Background: an optimization exercise with open tools, aiming at a short achievable clock period and few clock cycles per item. Do not read the settings as production practice. In this exercise RTL edits were held to simulation tests only and were not proved equivalent to the original. Power and IR drop assume default switching activity.

==> flow/design.v <==
`timescale 1ns/1ps
module wb_bus_arbiter (
  input  logic              clk_i,
  input  logic              rst_n_i,
  input  logic [1:0]        want_i,
  input  logic [71-1:0] req0_i,
  input  logic [71-1:0] req1_i,
  input  logic [34-1:0] ext_rsp_i,
  input  logic              ext_stb_i,
  input  logic              ext_cyc_i,
  output logic              busy0_o,
  output logic [71-1:0] ext_req_o
);
  logic        busy0_q;
  logic        grant0;
  logic        busy0_d;
  logic [68:0] xreq0_q;
  logic [68:0] xreq0_d;
  logic [68:0] pass1_q;
  assign grant0  = ~busy0_q & want_i[0] & ~want_i[1];
  assign busy0_d = grant0 | (busy0_q & ~(ext_rsp_i[33] | ext_rsp_i[32]));
  assign xreq0_d = grant0 ? req0_i[68:0] : (busy0_d ? xreq0_q : '0);
  always_ff @(posedge clk_i or negedge rst_n_i) begin
    if (!rst_n_i) begin
      busy0_q <= 1'b0;
      xreq0_q <= '0;
      pass1_q <= '1;
    end else begin
      busy0_q <= busy0_d;
      xreq0_q <= xreq0_d;
      pass1_q <= ~{69{busy0_d}} | xreq0_d;
    end
  end
  assign busy0_o   = busy0_q;
  assign ext_req_o[68:0] = (req1_i[68:0] & pass1_q) | xreq0_q;
  assign ext_req_o[70:69] = {ext_cyc_i, ext_stb_i};
endmodule
`timescale 1ns/1ps
module wb_nor2 (
  input  logic a_i,
  input  logic b_i,
  output logic y_o
);
  assign y_o = ~(a_i | b_i);
endmodule
module wb_nand2 (
  input  logic a_i,
  input  logic b_i,
  output logic y_o
);
  assign y_o = ~(a_i & b_i);
endmodule
module wb_ben (
  input  logic [3:0] sel_i,
  input  logic       en_i,
  output logic [3:0] ben_o
);
  assign ben_o = sel_i & {4{en_i}};
endmodule
module wb_nand2b (
  input  logic a_n_i,
  input  logic b_i,
  output logic y_o
);
  assign y_o = ~(~a_n_i & b_i);
endmodule
module wb_nand4 (
  input  logic a_i,
  input  logic b_i,
  input  logic c_i,
  input  logic d_i,
  output logic y_o
);
  assign y_o = ~(a_i & b_i & c_i & d_i);
endmodule
module wb_and2 (
  input  logic a_i,
  input  logic b_i,
  output logic y_o
);
  assign y_o = a_i & b_i;
endmodule
module wb_a21oi (
  input  logic a1_i,
  input  logic a2_i,
  input  logic b_i,
  output logic y_o
);
  assign y_o = ~((a1_i & a2_i) | b_i);
endmodule
module wb_o31ai (
  input  logic a1_i,
  input  logic a2_i,
  input  logic a3_i,
  input  logic b_i,
  output logic y_o
);
  assign y_o = ~((a1_i | a2_i | a3_i) & b_i);
endmodule
module wb_bus (
  input  logic       cyc_i,
  input  logic       stb_i,
  input  logic       we_i,
  input  logic [3:0] region_i,
  input  logic       rd_q_i,
  input  logic       own_i,
  input  logic       ext_ack_i,
  input  logic       ext_err_i,
  output logic       ack_o,
  output logic       err_o,
  output logic       ext_stb_o,
  output logic       ext_cyc_o
);
  logic zero_hi;    
  logic zero_lo;    
  logic cyc_we;     
  logic wr_n;       
  logic no_ack;     
  logic ones_n;     
  logic e_lo_n;     
  logic req_n;      
  logic zero_n;     
  logic rom_rd_n;   
  logic top_rd_n;   
  logic bad_n;      
  logic no_err;     
  wb_nor2  u_zero_hi (.a_i(region_i[3]), .b_i(region_i[2]), .y_o(zero_hi));
  wb_nor2  u_zero_lo (.a_i(region_i[1]), .b_i(region_i[0]), .y_o(zero_lo));
  wb_and2  u_cyc_we  (.a_i(cyc_i), .b_i(we_i), .y_o(cyc_we));
  wb_nand4 u_wr      (.a_i(zero_hi), .b_i(zero_lo), .c_i(stb_i), .d_i(cyc_we), .y_o(wr_n));
  wb_a21oi u_no_ack  (.a1_i(own_i), .a2_i(ext_ack_i), .b_i(rd_q_i), .y_o(no_ack));
  wb_nand2 u_ack     (.a_i(wr_n), .b_i(no_ack), .y_o(ack_o));
  wb_nand2  u_ones   (.a_i(region_i[3]), .b_i(region_i[2]), .y_o(ones_n));
  wb_nand2b u_e_lo   (.a_n_i(region_i[0]), .b_i(region_i[1]), .y_o(e_lo_n));
  wb_nand2  u_req    (.a_i(cyc_i), .b_i(stb_i), .y_o(req_n));
  wb_o31ai  u_stb    (.a1_i(ones_n), .a2_i(e_lo_n), .a3_i(req_n), .b_i(own_i), .y_o(ext_stb_o));
  wb_o31ai  u_cyc    (.a1_i(ones_n), .a2_i(e_lo_n), .a3_i(req_n), .b_i(own_i), .y_o(ext_cyc_o));
  wb_nand2 u_zero    (.a_i(zero_hi), .b_i(zero_lo), .y_o(zero_n));
  wb_nand2 u_rom_rd  (.a_i(region_i[0]), .b_i(we_i), .y_o(rom_rd_n));
  wb_nand4 u_top_rd  (.a_i(region_i[3]), .b_i(region_i[2]), .c_i(region_i[1]), .d_i(rom_rd_n),
                      .y_o(top_rd_n));
  wb_nand4 u_bad     (.a_i(cyc_i), .b_i(stb_i), .c_i(zero_n), .d_i(top_rd_n), .y_o(bad_n));
  wb_nand2 u_no_err  (.a_i(own_i), .b_i(ext_err_i), .y_o(no_err));
  wb_nand2 u_err     (.a_i(bad_n), .b_i(no_err), .y_o(err_o));
endmodule
`timescale 1ns/1ps
module wb_dec6 (
  input  logic [5:0]  idx_i,
  output logic [63:0] hit_o
);
  for (genvar w = 0; w < 64; w++) begin : g_hit
    assign hit_o[w] = (idx_i == w);
  end
endmodule
module wb_aoi22w (
  input  logic [15:0] a_i,
  input  logic        sa_i,
  input  logic [15:0] b_i,
  input  logic        sb_i,
  output logic [15:0] y_o
);
  assign y_o = ~((a_i & {16{sa_i}}) | (b_i & {16{sb_i}}));
endmodule
module wb_nand4w (
  input  logic [15:0] a_i,
  input  logic [15:0] b_i,
  input  logic [15:0] c_i,
  input  logic [15:0] d_i,
  output logic [15:0] y_o
);
  assign y_o = ~(a_i & b_i & c_i & d_i);
endmodule
module wb_nor2w (
  input  logic [15:0] a_i,
  input  logic [15:0] b_i,
  output logic [15:0] y_o
);
  assign y_o = ~(a_i | b_i);
endmodule
module wb_rdfin (
  input  logic [127:0] none_i,
  input  logic         rd_n_i,
  input  logic         rd_mem_i,
  input  logic [31:0]  rom_i,
  output logic [31:0]  one_d_o,
  output logic [31:0]  zero_d_o
);
  logic [31:0] memv;
  assign memv     = ~(none_i[31:0] & none_i[63:32] & none_i[95:64] & none_i[127:96]);
  assign zero_d_o = rom_i | (memv & {32{rd_mem_i}});
  assign one_d_o  = {32{rd_n_i}} | zero_d_o;
endmodule
module wb_rdport (
  input  logic [1023:0] mem_i,
  input  logic [63:0]   hit_i,
  output logic [63:0]   none_o
);
  logic [15:0] l1 [32];   
  logic [15:0] l2 [8];    
  logic [15:0] l3 [4];    
  for (genvar k = 0; k < 32; k++) begin : g_l1
    wb_aoi22w u_aoi (
      .a_i  (mem_i[16*(2*k) +: 16]),
      .sa_i (hit_i[2*k]),
      .b_i  (mem_i[16*(2*k+1) +: 16]),
      .sb_i (hit_i[2*k+1]),
      .y_o  (l1[k])
    );
  end
  for (genvar j = 0; j < 8; j++) begin : g_l2
    wb_nand4w u_nand (.a_i(l1[4*j]), .b_i(l1[4*j+1]), .c_i(l1[4*j+2]), .d_i(l1[4*j+3]),
                      .y_o(l2[j]));
  end
  for (genvar i = 0; i < 4; i++) begin : g_l3
    wb_nor2w u_nor (.a_i(l2[2*i]), .b_i(l2[2*i+1]), .y_o(l3[i]));
  end
  assign none_o = {l3[3], l3[2], l3[1], l3[0]};
endmodule
module wb_sram_sp (
  input  logic        clk_i,
  input  logic [15:0] wsel0_i,
  input  logic [15:0] wsel1_i,
  input  logic [5:0]  widx0_i,
  input  logic [5:0]  widx1_i,
  input  logic [31:0] wdat_i,
  input  logic [5:0]  ridx0_i,
  input  logic [5:0]  ridx1_i,
  output logic [127:0] rnone0_o,
  output logic [127:0] rnone1_o
);
  logic [1023:0] mem_lo;
  logic [1023:0] mem_hi;
  logic [63:0]   whit0;
  logic [63:0]   whit1;
  logic [63:0]   rhit0_lo;
  logic [63:0]   rhit0_hi;
  logic [63:0]   rhit1_lo;
  logic [63:0]   rhit1_hi;
  logic [63:0]   none0_lo;
  logic [63:0]   none0_hi;
  logic [63:0]   none1_lo;
  logic [63:0]   none1_hi;
  wb_dec6 u_wdec0 (.idx_i(widx0_i), .hit_o(whit0));
  wb_dec6 u_wdec1 (.idx_i(widx1_i), .hit_o(whit1));
  wb_dec6 u_rdec0_lo (.idx_i(ridx0_i), .hit_o(rhit0_lo));
  wb_dec6 u_rdec0_hi (.idx_i(ridx0_i), .hit_o(rhit0_hi));
  wb_dec6 u_rdec1_lo (.idx_i(ridx1_i), .hit_o(rhit1_lo));
  wb_dec6 u_rdec1_hi (.idx_i(ridx1_i), .hit_o(rhit1_hi));
  for (genvar w = 0; w < 64; w++) begin : g_word
    logic [31:0] word_q;
    for (genvar b = 0; b < 4; b++) begin : g_byte
      always_ff @(posedge clk_i) begin
        if ((whit1[w] & wsel1_i[4*(w/16) + b]) | (whit0[w] & wsel0_i[4*(w/16) + b])) begin
          word_q[8*b +: 8] <= wdat_i[8*b +: 8];
        end
      end
    end
    assign mem_lo[16*w +: 16] = word_q[15:0];
    assign mem_hi[16*w +: 16] = word_q[31:16];
  end
  wb_rdport u_rd0_lo (.mem_i(mem_lo), .hit_i(rhit0_lo), .none_o(none0_lo));
  wb_rdport u_rd0_hi (.mem_i(mem_hi), .hit_i(rhit0_hi), .none_o(none0_hi));
  wb_rdport u_rd1_lo (.mem_i(mem_lo), .hit_i(rhit1_lo), .none_o(none1_lo));
  wb_rdport u_rd1_hi (.mem_i(mem_hi), .hit_i(rhit1_hi), .none_o(none1_hi));
  for (genvar g = 0; g < 4; g++) begin : g_none
    assign rnone0_o[32*g +: 32] = {none0_hi[16*g +: 16], none0_lo[16*g +: 16]};
    assign rnone1_o[32*g +: 32] = {none1_hi[16*g +: 16], none1_lo[16*g +: 16]};
  end
endmodule
`timescale 1ns/1ps
module wb_bootrom (
  input  logic [3:0]  idx_i,
  output logic [31:0] word_o
);
  always_comb begin
    case (idx_i)
      4'h0: word_o = 32'h1800_0000;
      4'h1: word_o = 32'ha840_0000;
      4'h2: word_o = 32'h1860_e000;
      4'h3: word_o = 32'ha863_0100;
      4'h4: word_o = 32'hd403_1000;
      4'h5: word_o = 32'h8480_0000;
      4'h6: word_o = 32'he084_2000;
      4'h7: word_o = 32'hbc04_0000;
      4'h8: word_o = 32'h0fff_fffd;
      4'h9: word_o = 32'h1500_0000;
      4'ha: word_o = 32'h4400_4800;
      4'hb: word_o = 32'h1500_0000;
      4'hc: word_o = 32'h9c21_fff8;
      4'hd: word_o = 32'hd401_4800;
      4'he: word_o = 32'h8521_0000;
      default: word_o = 32'h0000_0000;
    endcase
  end
endmodule
`timescale 1ns/1ps
module tile_top (
  input  logic         clk_i,
  input  logic         rst_n_i,
  input  logic [141:0] m_req_i,
  output logic [67:0]  m_rsp_o,
  output logic [70:0]  ext_req_o,
  input  logic [33:0]  ext_rsp_i
);
  logic [71-1:0] req    [2];
  logic [1:0]        stb;
  logic [1:0]        reg_mem;
  logic [1:0]        reg_ext;
  logic [1:0]        reg_boot;
  logic [1:0]        bad;
  logic [1:0]        rd_d;
  logic [1:0]        rd_q;
  logic [127:0]      mem_rnone [2];
  logic [31:0]       rom_rdata [2];
  logic [1:0]        ext_own;
  logic              busy0;
  logic              wr1;
  logic              wsel1;
  logic              wr0_d;
  logic              wr0_q;
  logic              err0_q;
  logic              ext_stb;
  logic              ext_cyc;
  assign req[0] = m_req_i[71-1:0];
  assign req[1] = m_req_i[2*71-1:71];
  assign ext_own = {~busy0, busy0};
  for (genvar m = 0; m < 2; m++) begin : g_port
    logic [31:0] one_d;
    logic [31:0] zero_d;
    logic [31:0] one_q;
    logic [31:0] zero_q;
    logic [3:0]  region;
    assign stb[m]      = req[m][70] & req[m][69];
    assign region      = req[m][63:60];
    assign reg_mem[m]  = (region == 4'h0);
    assign reg_ext[m]  = (region == 4'he);
    assign reg_boot[m] = (region == 4'hf);
    assign bad[m]      = ~(reg_mem[m] | reg_ext[m] | reg_boot[m]) | (reg_boot[m] & req[m][68]);
    assign rd_d[m] = stb[m] & (reg_mem[m] | reg_boot[m]) & ~req[m][68] & ~rd_q[m];
    wb_rdfin u_rdfin (
      .none_i   (mem_rnone[m]),
      .rd_n_i   (~rd_d[m]),
      .rd_mem_i (rd_d[m] & ~req[m][60]),
      .rom_i    (rom_rdata[m] & {32{rd_d[m] & req[m][60]}}),
      .one_d_o  (one_d),
      .zero_d_o (zero_d)
    );
    always_ff @(posedge clk_i or negedge rst_n_i) begin
      if (!rst_n_i) begin
        rd_q[m] <= 1'b0;
      end else begin
        rd_q[m] <= rd_d[m];
      end
    end
    always_ff @(posedge clk_i) begin
      one_q  <= one_d;
      zero_q <= zero_d;
    end
    for (genvar i = 0; i < 32; i++) begin : g_dat
      assign m_rsp_o[34*m + i] = zero_q[i] | (ext_rsp_i[i] & one_q[i]);
    end
    wb_bootrom u_rom (
      .idx_i   (req[m][37:34]),
      .word_o  (rom_rdata[m])
    );
  end
  assign wsel1 = stb[1] & req[1][68];
  assign wr1   = wsel1 & reg_mem[1];
  assign wr0_d = stb[0] & reg_mem[0] & req[0][68] & ~wr0_q & ~wsel1;
  always_ff @(posedge clk_i or negedge rst_n_i) begin
    if (!rst_n_i) begin
      wr0_q  <= 1'b0;
      err0_q <= 1'b0;
    end else begin
      wr0_q  <= wr0_d;
      err0_q <= stb[0] & bad[0] & ~err0_q;
    end
  end
  assign m_rsp_o[33]         = rd_q[0] | wr0_q | (ext_own[0] & ext_rsp_i[33]);
  assign m_rsp_o[32]         = err0_q | (ext_own[0] & ext_rsp_i[32]);
  wb_bus u_dec1 (
    .cyc_i     (req[1][70]),
    .stb_i     (req[1][69]),
    .we_i      (req[1][68]),
    .region_i  (req[1][63:60]),
    .rd_q_i    (rd_q[1]),
    .own_i     (ext_own[1]),
    .ext_ack_i (ext_rsp_i[33]),
    .ext_err_i (ext_rsp_i[32]),
    .ack_o     (m_rsp_o[34+33]),
    .err_o     (m_rsp_o[34+32]),
    .ext_stb_o (ext_stb),
    .ext_cyc_o (ext_cyc)
  );
  logic [15:0] wsel0_q4;
  logic [15:0] wsel1_q4;
  for (genvar q = 0; q < 4; q++) begin : g_ben
    wb_ben u_ben0 (.sel_i(req[0][67:64]), .en_i(wr0_d), .ben_o(wsel0_q4[4*q +: 4]));
    wb_ben u_ben1 (.sel_i(req[1][67:64]), .en_i(wr1), .ben_o(wsel1_q4[4*q +: 4]));
  end
  wb_sram_sp u_ram (
    .clk_i    (clk_i),
    .wsel0_i  (wsel0_q4),
    .wsel1_i  (wsel1_q4),
    .widx0_i  (req[0][39:34]),
    .widx1_i  (req[1][39:34]),
    .wdat_i   (wsel1 ? req[1][31:0] : req[0][31:0]),
    .ridx0_i  (req[0][39:34]),
    .ridx1_i  (req[1][39:34]),
    .rnone0_o (mem_rnone[0]),
    .rnone1_o (mem_rnone[1])
  );
  wb_bus_arbiter u_ext (
    .clk_i       (clk_i),
    .rst_n_i     (rst_n_i),
    .want_i      (stb & reg_ext),
    .req0_i      (req[0]),
    .req1_i      (req[1]),
    .ext_rsp_i   (ext_rsp_i),
    .ext_stb_i   (ext_stb),
    .ext_cyc_i   (ext_cyc),
    .busy0_o     (busy0),
    .ext_req_o   (ext_req_o)
  );
endmodule
==> flow/run.sh <==
#!/bin/bash
# synth_recipe.tcl (not shown) runs the flow's synth.tcl, then flattens the netlist and writes it again
# the make line also repeats each setting of config.mk as NAME=value (left out here)
make -C /OpenROAD-flow-scripts/flow DESIGN_CONFIG=/design/flow/config.mk WORK_HOME=/design/flow/orfs CLKGATE_MAP_FILE= SYNTH_SCRIPT=/design/flow/synth_recipe.tcl finish
==> flow/config.mk <==
export PLATFORM = sky130hd
export DESIGN_NAME = tile_top
export DESIGN_NICKNAME = tile_top
export VERILOG_FILES = /design/flow/design.v
export SDC_FILE = /design/flow/constraint.sdc
export NUM_CORES = 4
export LEC_CHECK = 0
export CAP_MARGIN = 20
export CORE_MARGIN = 2
export CORE_UTILIZATION = 30
export GPL_ROUTABILITY_DRIVEN = 0
export PLACE_DENSITY = 0.5
export SETUP_SLACK_MARGIN = 3.1
export SLEW_MARGIN = 20
export SYNTH_HIERARCHICAL = 1
export SYNTH_MEMORY_MAX_BITS = 16384
==> flow/constraint.sdc <==
create_clock -name core_clock -period 6.0 [get_ports {clk_i}]
set_input_delay 1.2000 -clock core_clock [delete_from_list [all_inputs] [get_ports {clk_i}]]
set_output_delay 1.2000 -clock core_clock [all_outputs]
set_load 0.01 [all_outputs]
==> results of run 1 <==
==> state kept, by name, summed over array words and instances, names as in the netlist <==
register	flops
u_ram.g_word.word_q	2048
u_ext.pass1_q	69
u_ext.xreq0_q	69
g_port.one_q	64
g_port.zero_q	64
rd_q	2
err0_q	1
u_ext.busy0_q	1
wr0_q	1
==> cell usage in the layout (no fill, tap or decap), types with 128 or more instances in the layout <==
cell	netlist	final
a21o_1	208	175
a22o_4	0	205
a22oi_4	128	128
a22oi_2	1152	1157
nand4_1	587	587
nor2_1	657	454
buf_4	29	421
nor2_2	4	141
edfxtp_1	2048	2048
a22oi_1	768	763
buf_6	450	148
clkbuf_16	0	283
==> cell families (layout without fill, tap and decap cells) <==
logic type               Yosys count  count (layout)  synth area share [%]
buffers and inverters            818            1406                  7.79
other                              2              14               0.00657
AO/OA/AOI/OAI                   2751            2751                  25.2
multiplexers                      36              36                 0.353
adder cells (fa/ha/maj)           14              14                 0.153
flip-flops                      2319            2319                  59.3
AND/OR/NAND/NOR                 1523            1525                  7.19
==> per-stage QoR <==
stage | setup slack [ns] | hold slack [ns] | instance area, µm²
final | 2.86 | 0.428 | 132000
after CTS | 2.87 | 0.440 | 131000
after global routing | 2.86 | 0.458 | 132000
after floorplan | 2.77 | 0.498 | 115000
after detailed placement | 0.467 | 0.521 | 119000
after global placement | 0.451 | 0.514 | 119000
==> area by class of cell <==
class	instances	area, µm²
diodes	12	30.0
well taps	5016	6280
clock buffers	343	7290
clock inverters	143	1530
inverters	77	292
multi-input cells	4328	40900
fillers	36200	247000
flip-flops and latches	2319	67700
repair buffers	843	8140
==> modules after synthesis (local to each module, per instance), a selection <==
module	cells	cell area [µm²]
wb_a21oi	1	8.76
wb_nand2b	1	6.26
wb_nand2	1	3.75
wb_nor2	1	3.75
wb_nand4w	16	100
wb_rdfin	106	796
tile_top	401	4340
wb_bus_arbiter	383	5540
wb_o31ai	1	12.5
wb_ben	4	25.0
wb_aoi22w	20	233
wb_dec6	95	465
==> routing by layer <==
layer | global-route usage (%) | up-vias | wire, µm
met5 | 0 | - | 64
met4 | 14.4 | 10 | 34000
met3 | 4.58 | 950 | 42100
met2 | 36.2 | 4808 | 213000
met1 | 30.1 | 40900 | 186000
li1 | - | 31600 | -
==> synth_stat cells, drive strengths merged <==
library cell     n  share of area [%]
a211o           65               0.50
a211oi           2              0.013
a21o           208                1.4
a21oi           13              0.060
a22o           325                2.6
a22oi         2048                 20
a31o             2              0.015
a31oi            2              0.011
and2            36               0.20
and2b            2              0.013
and3b            1             0.0077
buf            663                7.3
clkbuf          78               0.26
conb             2             0.0066
dfrtp           74                1.6
dfstp           69                1.6
dfxtp          128                2.2
edfxtp        2048                 54
ha              14               0.15
inv             77               0.25
mux2            34               0.34
mux2i            2              0.018
nand2           32               0.13
nand2b          14              0.077
nand3            3              0.018
nand4          587                3.2
nand4b          24               0.18
nand4bb         38               0.37
nor2           661                2.2
nor2b           12              0.096
nor3            70               0.32
nor3b            2              0.022
nor4b            1              0.021
o211a            1             0.0088
o21a             2              0.013
o21ai           10              0.044
o22a            69               0.53
o31ai            4              0.035
or2              6              0.033
or3b             2              0.015
or4              8              0.076
or4b            24               0.21
==> power by group through the flow <==
stage          clock [mW]  combinational, mW  sequential [mW]
2_1_floorplan           0              0.927             18.0
3_3_place_gp            0               2.18             18.0
3_5_place_dp            0               2.20             18.0
4_1_cts              16.9               2.35             17.7
5_1_grt              17.5               2.50             17.7
6_report             16.7               2.48             17.7
==> worst max-delay path, stage by stage <==
cell and delay (ns):
buf_12 0.11, nor2_4 0.10, nand4_1 0.16, nand2_4 0.20, buf_6 0.15
==> how the worst min path moves through the flow <==
stage | from | to | slack, ns | cells past startpoint
final | rst_n_i | u_ext.xreq0_q[12] | 0.43 | 1
after detailed placement | u_ext.xreq0_q[28] | u_ext.xreq0_q[28] | 0.52 | 1
after floorplan | u_ext.xreq0_q[58] | u_ext.xreq0_q[58] | 0.50 | 1
after global placement | u_ext.xreq0_q[21] | u_ext.xreq0_q[21] | 0.51 | 1
after CTS | rst_n_i | u_ext.xreq0_q[9] | 0.44 | 1
after global routing | rst_n_i | u_ext.xreq0_q[12] | 0.46 | 1
==> timing repair <==
item	in CTS	in global routing
pin swaps	160	107
cloned	8	8
gates resized for setup	1670	165
hold buffers	0	0
endpoints found under the setup margin	3902	1001
setup buffers	55	66
==> impl_results.md, run 1 <==
* Max IR drop VDD at slightly above 200 µV
* R2r endpoint: g_port[1].zero_q[28]
* Max-Cap Viols at 0
* # port buffers at 316
* Sequential element share of the synthesized area at 59.3%
* CP endpoint kind: output pin
* Share of cells above drive strength 1 at 38.9%
* Worst R2R Setup Slack at roughly 3.4 ns
* Wire length per cell at 36.3 µm
* Cell count after synthesis at roughly 7500
* CP Data Required Time at 4.80 ns
* Global route overflow at 0
* Tmin final at 3.14 ns
* Vias per cell at 5.98
* Relative slew margins at about 14%
* Pre-antenna DRT Iters at 8
* Reg2reg start: rd_q[1]
* Switch Pwr at 8.79 mW
* Total GRT Usage at 23.4%
* Fin cells at 13100
* Final TNS setup at 0 ns
* Crit share post-route at 52.3%
* Worst Setup SP: m_req_i[133]
* Cell variety after synth at 60
* Setup repair after global routing missed its margin: true
* Number of warning messages in the yosys log at 18
* Mapped Avg Cell Area at 15.3 µm²
* Worst Reg2Reg Path Length in Cells at 4
* Worst EP arrival at 1.94 ns
* Max FO, Critical Path at 5
* CP Capture Point: m_rsp_o[67]
* Critical path launch point type: input port
* Int Power at around 28 mW
* Flop pwr share at between 40% and 50%
* Leak at 44.0 nW
* Residual DRC at 0
* CTS tree: built
* CTS buffer count at 270
* Clk latency of the worst-skew pair at between 0.9 and 1 ns
* Clock sink count at 2319
* PwrDens at ~280 nW/µm²
* Root Buffer: clkbuf_16
* Post-DRT Antenna Nets at 0
* Final Skew at 0.0587 ns
* Max-slew violations at 0
* Post-DP HPWL at 323000 µm
* Status: no timing/DRC/antenna violations
* Largest net degree at the start of global routing at 107
* Vias at 78300
* Die X at 621 µm
* Total power at 36.9 mW
* Util after Layout at about a third
* Vias in the first global route at 75700
* Clk slew on worst S/H paths at roughly 0.060 ns
* Worst slew pin tran at 1.29 ns
* Fin. Hold Viols at 0
* Die area at 386000 µm²
* Clock Power Share at between 40% and 50%
* Final net count at 8031
* Kind of critical path: input port to output pin
* I/O pin total at approximately 320
* Initial core utilization at 30.2%
* FF+latch count, synth at 2319
* Net Sw Frac at a little under a quarter
* Fmax at 0.319 GHz
* Final WL at 475000 µm
* Synth Net Count at 7655
* Dpl cells at roughly 12000
* CTS H-tree lvls at 5
* CTS max path bufs at 4
* Area Growth Syn to Fin at 15.7%
* DR iter-0 viols at 11100
* Combinational power share at 6.7%
* Hold/Removal Path Class: input port to asynchronous set/reset pin
* Core Footprint at roughly 380000 µm²
* First-pass GRT wire length at ~640000 µm
* Cell area after synthesis at 114000 µm²
* Endpoints failing setup at 0
* FP Rows at around 230
* Initial antenna violation count at 26
* Die height at 621 µm
Testbench counts, summed over its fixed seeds: cycles 5,741, items 4,800.
==> inputs of run 2 (changes only) <==
--- a/flow/design.v
+++ b/flow/design.v
@@ -33,5 +33,9 @@
   end
   assign busy0_o   = busy0_q;
-  assign ext_req_o[68:0] = (req1_i[68:0] & pass1_q) | xreq0_q;
+  logic [68:0] pass1_n;
+  for (genvar i = 0; i < 69; i++) begin : g_out
+    wb_nand2 u_pass (.a_i(req1_i[i]), .b_i(pass1_q[i]), .y_o(pass1_n[i]));
+    wb_nand2 u_out  (.a_i(pass1_n[i]), .b_i(~xreq0_q[i]), .y_o(ext_req_o[i]));
+  end
   assign ext_req_o[70:69] = {ext_cyc_i, ext_stb_i};
 endmodule
@@ -58,4 +62,12 @@
   assign ben_o = sel_i & {4{en_i}};
 endmodule
+module wb_mux2i (
+  input  logic s_i,
+  input  logic a0_i,
+  input  logic a1_i,
+  output logic y_o
+);
+  assign y_o = ~(s_i ? a1_i : a0_i);
+endmodule
 module wb_nand2b (
   input  logic a_n_i,
@@ -328,6 +340,6 @@
     logic [31:0] one_d;
     logic [31:0] zero_d;
-    logic [31:0] one_q;
-    logic [31:0] zero_q;
+    logic [31:0] one_n_q;
+    logic [31:0] zero_n_q;
     logic [3:0]  region;
     assign stb[m]      = req[m][70] & req[m][69];
@@ -354,9 +366,10 @@
     end
     always_ff @(posedge clk_i) begin
-      one_q  <= one_d;
-      zero_q <= zero_d;
+      one_n_q  <= ~one_d;
+      zero_n_q <= ~zero_d;
     end
     for (genvar i = 0; i < 32; i++) begin : g_dat
-      assign m_rsp_o[34*m + i] = zero_q[i] | (ext_rsp_i[i] & one_q[i]);
+      wb_mux2i u_dat (.s_i(ext_rsp_i[i]), .a0_i(zero_n_q[i]), .a1_i(one_n_q[i]),
+                      .y_o(m_rsp_o[34*m + i]));
     end
     wb_bootrom u_rom (
==> run 2 against run 1 <==
  * Cell area up 0.97%
  * Core utilization up 0.054 points
  * Global-route usage grew 0.31 points
  * Synthesized area rose by 0.74%
  * First-iteration DRC count fell by 1.9%
  * Critical endpoint is now m_rsp_o[8]
==> impl_results.md, run 2 <==
* Status: no timing/DRC/antenna violations
* Clk slew on worst S/H paths at around 0.060 ns
* Share of cells above drive strength 1 at 38.5%
* Tmin final at 3.30 ns
* Max FO, Critical Path at 2
* Root Buffer: clkbuf_16
* Synth area leaders: edfxtp_1, a22oi_2, a22oi_1
* FF+latch count, synth at ~2300
* Synth area leader: edfxtp_1
* Relative slew margins at 22.5%
* Die height at 623 µm
* Critical path launch point type: input port
* Worst EP arrival at 2.10 ns
* Cell area after synthesis at 115000 µm²
* Cell count after synthesis at ~7700
* Ys async rst share at around 6.2%
* Residual DRC at 0
* Fmax at 0.303 GHz
* Design Area, Final at around 130000 µm²
* R2r endpoint: g_port[0].one_n_q[20]
* Die X at between 600 and 700 µm
* Post-DP HPWL at 329000 µm
* Setup repair after global routing missed its margin: true
* CTS max path bufs at 4
* Synth top area share at 53.4%
* Sequential cell area at 67700 µm²
* I/O pin total at roughly 320
* Main synth FF type: edfxtp_1
* Mapped Avg Cell Area at about 15 µm²
* Sequential element share of the synthesized area at roughly three fifths
* Final WL at between 400000 and 500000 µm
* CTS H-tree lvls at 4
* Fin cells at 13300
* Initial antenna violation count at 23
* Vias at approximately 80000
* Worst slew pin tran at between 1 and 1.5 ns
* Max-Cap Viols at 0
* Largest Register: u_ram.g_word.word_q
* DR iter-0 viols at 10900
* Max-slew violations at 0
* PwrDens at between 200 and 300 nW/µm²
* Final net count at 8266
* Multi-input logic area at approximately 42000 µm²
* Largest net degree at the start of global routing at 115
* Most common cell in the synthesized netlist: edfxtp_1
* CP Data Required Time at roughly 4.8 ns
* Commonest non-fill, non-tap cells in the layout: edfxtp_1, a22oi_2, a22oi_1
* Area Growth Syn to Fin at 15.9%
* Synth top cells by count: edfxtp_1, a22oi_2, a22oi_1, nor2_1, nand4_1
* Dpl cells at 12700
* Final Skew at approximately 0.11 ns
* Vias per cell at 5.93
* Biggest regs: u_ram.g_word.word_q: 2048 flops, u_ext.pass1_q: 69 flops, u_ext.xreq0_q: 69 flops
* CP endpoint kind: output pin
* Crit share post-route at between 50% and 60%
* Leading cell type in the layout, fill and taps excluded: edfxtp_1
* Max IR drop VDD at roughly 240 µV
* Global route overflow at 0
* Leak at 44.6 nW
* Worst R2R Setup Slack at 3.47 ns
* # fillers at roughly 36000
* Area after detailed placement at approximately 120000 µm²
* # port buffers at 316
* Worst Reg2Reg Path Length in Cells at 5
* Vias in the first global route at 76700
* # hold bufs at CTS at 0
* Reg2reg start: rd_q[0]
* Kind of critical path: input port to output pin
* Fin. Hold Viols at 0
* Clock sink count at 2319
* Wire length per cell at roughly 36 µm
* Initial core utilization at around 30%
* Synth Net Count at 7920
* Number of warning messages in the yosys log at 18
* Max reg flops at 2048
* FP Rows at ~230
* Hold/Removal Path Class: input port to asynchronous set/reset pin
* Total GRT Usage at 23.7%
* Clk latency of the worst-skew pair at 0.99 ns
* Die area at a little under 400000 µm²
* First-pass GRT wire length at 646000 µm
* Post-DRT Antenna Nets at 0
* Core Footprint at 382000 µm²
* Final TNS setup at 0 ns
* Cell variety after synth at 60
* EDFF count, synth at 2048
* CTS buffer count at 243
* Endpoints failing setup at 0
* Pre-antenna DRT Iters at 6
* CTS tree: built
[run 2: changes by cell type after synthesis, moves of 3 or more]
cell,previous run,this run
inv_1,75,272
nand2_1,28,165
a21o_1,208,75
a2bb2oi_1,0,69
o22a_1,69,0
mux2i_1,2,66
clkbuf_1,78,88
buf_6,450,444
buf_2,38,35
[run 2: logic make-up (layout without fill, tap and decap cells)]
family / count (synthesis) / after routing / synth area share (%)
compound gates: 2618 / 2618 / 24.2
flops: 2319 / 2319 / 58.8
simple gates: 1660 / 1661 / 7.58
buf+inv: 1015 / 1568 / 8.33
mux: 100 / 100 / 0.907
fa+ha+maj: 14 / 14 / 0.152
other cells: 2 / 17 / 0.00653
[run 2: worst max-delay path, cell delays in order]
cell and delay [ns]:
buf_16 0.12, mux2i_4 0.53, buf_2 0.23
[run 2: area by class of cell]
| cell class | count | area share, % |
|---|---|---|
| multi-input cells | 4395 | 31.5 |
| inverters | 274 | 0.773 |
| flip-flops and latches | 2319 | 50.8 |
| clock buffers | 312 | 4.88 |
| repair buffers | 841 | 6.24 |
| clock inverters | 141 | 1.05 |
| diodes | 15 | 0.0281 |
| well taps | 5038 | 4.72 |
[run 2: routing by layer]
layer	vias up	GRT usage [%]	wire length [µm]	part of all wire (%)
met3	1058	4.10	41400	8.6
met2	4982	37.1	216000	45
met1	41000	30.6	188000	39
met4	2	14.3	35800	7.4
li1	32100	-	-	-
met5	-	0	13	0.0027
[run 2: where the power goes]
part / leakage [nW] / switching, mW / internal (mW) / total, mW
combinational: 19.6 / 1.79 / 0.748 / 2.54
clock: 3.86 / 6.74 / 8.61 / 15.4
sequential: 21.2 / 0.0124 / 17.7 / 17.7
total: 44.6 / 8.54 / 27.0 / 35.6
[run 2: per-stage QoR]
step           hold WS, ns  setup WS, ns  total power, mW  utilization [%]
6_report             0.307          2.70             35.6             34.9
5_1_grt              0.374          2.74             36.4             34.9
4_1_cts              0.303          2.69             35.6             34.5
3_5_place_dp         0.481         0.939             20.2             31.5
3_3_place_gp         0.482         0.705             20.2             31.5
2_1_floorplan        0.466          2.77             18.9                -
[run 2: worst max-delay path by stage]
stage | from | end | depth (start not counted)
after floorplan | m_req_i[63] | u_ram.g_word[33].word_q[10] | 6
after global placement | ext_rsp_i[8] | m_rsp_o[8] | 3
after detailed placement | m_req_i[35] | g_port[0].one_n_q[8] | 11
after CTS | ext_rsp_i[8] | m_rsp_o[8] | 3
after global routing | ext_rsp_i[8] | m_rsp_o[8] | 3
final | ext_rsp_i[8] | m_rsp_o[8] | 3
[run 2: repair_timing]
action | 4_1_cts | 5_1_grt
pin swaps | 112 | 108
resized for setup | 1804 | 253
hold endpoints to repair | 0 | 0
setup buffers | 48 | 70
setup endpoints to repair | 3855 | 2412
cloned | 6 | 3
[run 2: modules after synthesis, one instance, submodules excluded, excerpt]
module / cells / flip-flops and latches
wb_bus_arbiter: 382 / 139
wb_bootrom: 76 / 0
wb_nor2w: 16 / 0
tile_top: 465 / 132
wb_a21oi: 1 / 0
wb_o31ai: 1 / 0
wb_ben: 4 / 0
wb_nand2: 1 / 0
wb_nand4w: 16 / 0
wb_rdfin: 106 / 0
wb_sram_sp: 2368 / 2048
wb_aoi22w: 20 / 0
wb_and2: 1 / 0
wb_nor2: 1 / 0
wb_dec6: 95 / 0
Testbench counts of run 2, summed over its fixed seeds: cycles 5,741, items 4,800.
==> inputs of run 3 (changes only) <==
--- a/flow/design.v
+++ b/flow/design.v
@@ -33,9 +33,5 @@
   end
   assign busy0_o   = busy0_q;
-  logic [68:0] pass1_n;
-  for (genvar i = 0; i < 69; i++) begin : g_out
-    wb_nand2 u_pass (.a_i(req1_i[i]), .b_i(pass1_q[i]), .y_o(pass1_n[i]));
-    wb_nand2 u_out  (.a_i(pass1_n[i]), .b_i(~xreq0_q[i]), .y_o(ext_req_o[i]));
-  end
+  assign ext_req_o[68:0] = (req1_i[68:0] & pass1_q) | xreq0_q;
   assign ext_req_o[70:69] = {ext_cyc_i, ext_stb_i};
 endmodule
@@ -62,12 +58,4 @@
   assign ben_o = sel_i & {4{en_i}};
 endmodule
-module wb_mux2i (
-  input  logic s_i,
-  input  logic a0_i,
-  input  logic a1_i,
-  output logic y_o
-);
-  assign y_o = ~(s_i ? a1_i : a0_i);
-endmodule
 module wb_nand2b (
   input  logic a_n_i,
@@ -340,6 +328,6 @@
     logic [31:0] one_d;
     logic [31:0] zero_d;
-    logic [31:0] one_n_q;
-    logic [31:0] zero_n_q;
+    logic [31:0] one_q;
+    logic [31:0] zero_q;
     logic [3:0]  region;
     assign stb[m]      = req[m][70] & req[m][69];
@@ -366,10 +354,9 @@
     end
     always_ff @(posedge clk_i) begin
-      one_n_q  <= ~one_d;
-      zero_n_q <= ~zero_d;
+      one_q  <= one_d;
+      zero_q <= zero_d;
     end
     for (genvar i = 0; i < 32; i++) begin : g_dat
-      wb_mux2i u_dat (.s_i(ext_rsp_i[i]), .a0_i(zero_n_q[i]), .a1_i(one_n_q[i]),
-                      .y_o(m_rsp_o[34*m + i]));
+      assign m_rsp_o[34*m + i] = ext_rsp_i[i] ? one_q[i] : zero_q[i];
     end
     wb_bootrom u_rom (
@@ -390,6 +377,12 @@
     end
   end
-  assign m_rsp_o[33]         = rd_q[0] | wr0_q | (ext_own[0] & ext_rsp_i[33]);
-  assign m_rsp_o[32]         = err0_q | (ext_own[0] & ext_rsp_i[32]);
+  logic ack0_reg_n;
+  logic ack0_ext_n;
+  logic err0_ext_n;
+  wb_nor2  u_ack0_reg (.a_i(rd_q[0]), .b_i(wr0_q), .y_o(ack0_reg_n));
+  wb_nand2 u_ack0_ext (.a_i(ext_own[0]), .b_i(ext_rsp_i[33]), .y_o(ack0_ext_n));
+  wb_nand2 u_ack0     (.a_i(ack0_reg_n), .b_i(ack0_ext_n), .y_o(m_rsp_o[33]));
+  wb_nand2 u_err0_ext (.a_i(ext_own[0]), .b_i(ext_rsp_i[32]), .y_o(err0_ext_n));
+  wb_nand2 u_err0     (.a_i(~err0_q), .b_i(err0_ext_n), .y_o(m_rsp_o[32]));
   wb_bus u_dec1 (
     .cyc_i     (req[1][70]),
--- a/flow/config.mk
+++ b/flow/config.mk
@@ -11,5 +11,5 @@
 export GPL_ROUTABILITY_DRIVEN = 0
 export PLACE_DENSITY = 0.5
-export SETUP_SLACK_MARGIN = 3.1
+export SETUP_SLACK_MARGIN = 3.3
 export SLEW_MARGIN = 20
 export SYNTH_HIERARCHICAL = 1
==> run 3 against run 2 <==
  * Still clean on timing, DRC and antenna
  * Routed wire length is 3.7% higher
  * Register-to-register slack got worse by 0.15 ns
  * Power increased by 3.8%
  * Combinational power grew 6%
  * Worst hold slack better by 0.049 ns
  * Sequential power hardly changed
  * Fmax grew 3.8%
  * Flip-flop and latch count did not move
  * Non-clock buffer count rose by 289
  * Critical endpoint is now m_rsp_o[66]
==> impl_results.md, run 3 <==
* Status: no timing/DRC/antenna violations
* Global route overflow at 0
* Area after detailed placement at 120000 µm²
* # fillers at about 36000
* Final TNS setup at 0 ns
* Synth top cells by count: edfxtp_1, a22oi_2, a22oi_1, nor2_1, nand4_1
* Max reg flops at 2048
* WL met1 at roughly 200000 µm
* Total GRT Usage at 24.0%
* Fmax at 0.315 GHz
* Largest Register: u_ram.g_word.word_q
* Buffers & Inverters on Critical Path at 3
* Slowest cell on crit path: buf_6
* Hold/Removal Path Class: input port to asynchronous set/reset pin
* Post-synthesis adder-cell area fraction at 0.153%
* Synth top area share at 53.7%
* CTS H-tree lvls at 5
* Endpoints failing setup at 0
* Share of cells above drive strength 1 at 44.2%
* Top Layer Used: met5
* Commonest non-fill, non-tap cells in the layout: edfxtp_1, a22oi_2, a22oi_1
* Worst EP arrival at 1.98 ns
* EDFF count, synth at 2048
* CTS buffer count at 275
* Fin cells at 13400
* Leading cell type in the layout, fill and taps excluded: edfxtp_1
* Largest family of logic cells by synthesized area: compound AO/OA/AOI/OAI gates
* Most common cell in the synthesized netlist: edfxtp_1
* Wire length per cell at 37.3 µm
* I/O pin total at between 300 and 400
* Worst hold slack at 0.356 ns
* Vias in the first global route at 77000
* Vias at roughly 81000
* Pre-CTS setup slack at about 0.73 ns
* Slowest Stage Delay on Critical Path at 0.16 ns
* Cell area after synthesis at 114000 µm²
* # port buffers at 316
* Synth Area in Simple Gates at under 10%
* DR WL met2 at about 220000 µm
* DR iter-0 viols at 11400
* Util after Layout at around 36%
* Kind of critical path: input port to output pin
* Initial antenna violation count at 31
* Met3 WL at 45200 µm
* Sequential cell area at 67700 µm²
* Dpl cells at roughly 12000
* Number of warning messages in the yosys log at 18
* CP most frequent cell: buf_6
* Die X at 622 µm
* CP top delay family: simple AND/OR/NAND/NOR gates
* Area Growth Syn to Fin at 20.6%
* Total power at 36.9 mW
* Worst slew pin tran at 1.29 ns
* Root Buffer: clkbuf_16
* Crit share post-route at 53.0%
* Post-Synth XOR/XNOR Area at 0%
* CP endpoint kind: output pin
* Initial core utilization at a little under a third
* CP Data Required Time at 4.80 ns
* Crit path cell chain: buf_6 > buf_6 > nor2_4 > nand2_1 > nand4_1 > nand2_4 > buf_6
* Post-DP HPWL at roughly 340000 µm
* Die area at slightly below 400000 µm²
* Max IR drop VDD at roughly 210 µV
* Cell count after synthesis at 7467
* Tmin final at about 3.2 ns
* Mapped Avg Cell Area at 15.3 µm²
* Multi-input logic area at 43100 µm²
* Largest net degree at the start of global routing at 91
* Synth area leaders: edfxtp_1, a22oi_2, a22oi_1
* Max-Cap Viols at 0
* Worst setup margin at around 2.8 ns
* Biggest regs: u_ram.g_word.word_q: 2048 flops, u_ext.pass1_q: 69 flops, u_ext.xreq0_q: 69 flops
* Vias per cell at 6.08
* Max-slew violations at 0
* Ys async rst share at 6.17%
* Synth area leader: edfxtp_1
* Clock sink count at about 2300
* Synth Net Count at 7659
* Final net count at 8334
* Setup repair after global routing missed its margin: true
* Clk latency of the worst-skew pair at 0.94 ns
* FP Rows at 226
* Leak at approximately 47 nW
* FF+latch count, synth at between 2000 and 2500
* Critical path launch point type: input port
* Post-DRT Antenna Nets at 0
* Core Footprint at 379000 µm²
* Cell variety after synth at 59
* Main synth FF type: edfxtp_1
* Pre-antenna DRT Iters at 9
* PwrDens at ~270 nW/µm²
* Post-synthesis compound-gate area fraction at 24.7%
* Clk slew on worst S/H paths at 0.06 ns
* Multiplexer area fraction after synthesis at 0.981%
* Final WL at 499000 µm
* CTS max path bufs at 4
* Sequential element share of the synthesized area at about three fifths
* Design Area, Final at 138000 µm²
* Fin. Hold Viols at 0
* Residual DRC at 0
* First-pass GRT wire length at 653000 µm
* Die height at 622 µm
* Max FO, Critical Path at 5
* CTS tree: built
* Final Skew at 0.0586 ns
* Relative slew margins at 14.1%
==> run 3: logic make-up after synthesis <==
logic type | count (synthesis)
compound gates | 2685
fa+ha+maj | 14
buf+inv | 819
flops | 2319
mux | 100
other cells | 2
simple gates | 1528
==> run 3: cell type report <==
type	count	share of cell area, %
Timing Repair Buffer	1130	8.71
Clock buffer	363	5.45
Multi-Input combinational cell	4338	31.2
Clock inverter	128	0.859
Sequential cell	2319	49.0
Inverter	78	0.212
Antenna cell	10	0.0181
Tap cell	5016	4.54
==> run 3: per-layer routing <==
metal / global-route usage [%] / vias up
met5: 0 / -
met4: 14.1 / 8
met2: 36.9 / 5409
met1: 31.5 / 42600
met3: 4.47 / 1127
li1: - / 32200
==> run 3: worst paths after layout <==
path | depth (start not counted) | slack [ns] | startpoint | endpoint
hold reg to reg | 1 | 0.53 | u_ext.xreq0_q[63] | u_ext.xreq0_q[63]
setup reg to reg | 4 | 3.32 | rd_q[1] | g_port[1].one_q[24]
min in group core_clock | 2 | 0.52 | m_req_i[62] | u_ext.pass1_q[62]
hold / removal | 1 | 0.36 | rst_n_i | u_ext.xreq0_q[47]
max in group asynchronous | 2 | 4.33 | rst_n_i | u_ext.xreq0_q[15]
setup / recovery | 7 | 2.82 | m_req_i[132] | m_rsp_o[66]
==> run 3: timing repair <==
action                     in CTS  in global routing
setup endpoints to repair    3734               2310
pin swaps                     152                264
cloned                         15                 25
gates resized for setup      2063                478
setup buffers                 142                254
hold buffers                    0                  0
==> run 3: per-module statistics from Yosys, one instance, submodules excluded, a selection <==
| module | flops+latches | cells inside | cell area, µm² |
|---|---|---|---|
| tile_top | 132 | 400 | 4570 |
| wb_a21oi | 0 | 1 | 8.76 |
| wb_and2 | 0 | 1 | 6.26 |
| wb_aoi22w | 0 | 20 | 233 |
| wb_bootrom | 0 | 76 | 547 |
| wb_bus_arbiter | 139 | 383 | 5540 |
| wb_dec6 | 0 | 95 | 465 |
| wb_nand2 | 0 | 1 | 3.75 |
| wb_nand2b | 0 | 1 | 6.26 |
| wb_nand4 | 0 | 1 | 6.26 |
| wb_nand4w | 0 | 16 | 100 |
| wb_nor2 | 0 | 1 | 3.75 |
| wb_nor2w | 0 | 16 | 60.1 |
| wb_o31ai | 0 | 1 | 12.5 |
| wb_rdfin | 0 | 106 | 796 |
==> run 3: power breakdown <==
group	internal, mW	total (mW)	switching (mW)
clock	9.42	16.5	7.12
sequential	17.7	17.7	0.00860
combinational	0.850	2.70	1.85
Testbench counts of run 3, summed over its fixed seeds: cycles 5,741, items 4,800.

==> what the ideal ports hide <==
The flow's constraints put no driver on any port. The routed layouts listed below were extracted and timed again, unchanged, in two steps.
Step 1, drivers: a clkbuf_16 drives clk_i and a buf_2 each remaining input, both assumed.
Step 2 also shifts input and output timing later by t, the mid clock arrival at the registers, as if the neighbouring blocks saw the same clock.
Slacks: no drivers / after step 1 / after step 2; pairs: no drivers / after step 1.
| run | t, ns | setup WS [ns] | worst setup path at the end |
|---|---|---|---|
| run 1 | 1.008 | 2.861 / 2.764 / 1.820 | input to register |
| run 2 | 1.048 | 2.701 / 2.602 / 1.841 | input to register |
| run 3 | 1.014 | 2.822 / 2.605 / 1.813 | input to register |
After both steps every run listed still meets setup and hold. For run 1, which loses most, drivers alone change the setup slack by -0.097 ns; drivers and shift together by -1.041 ns.
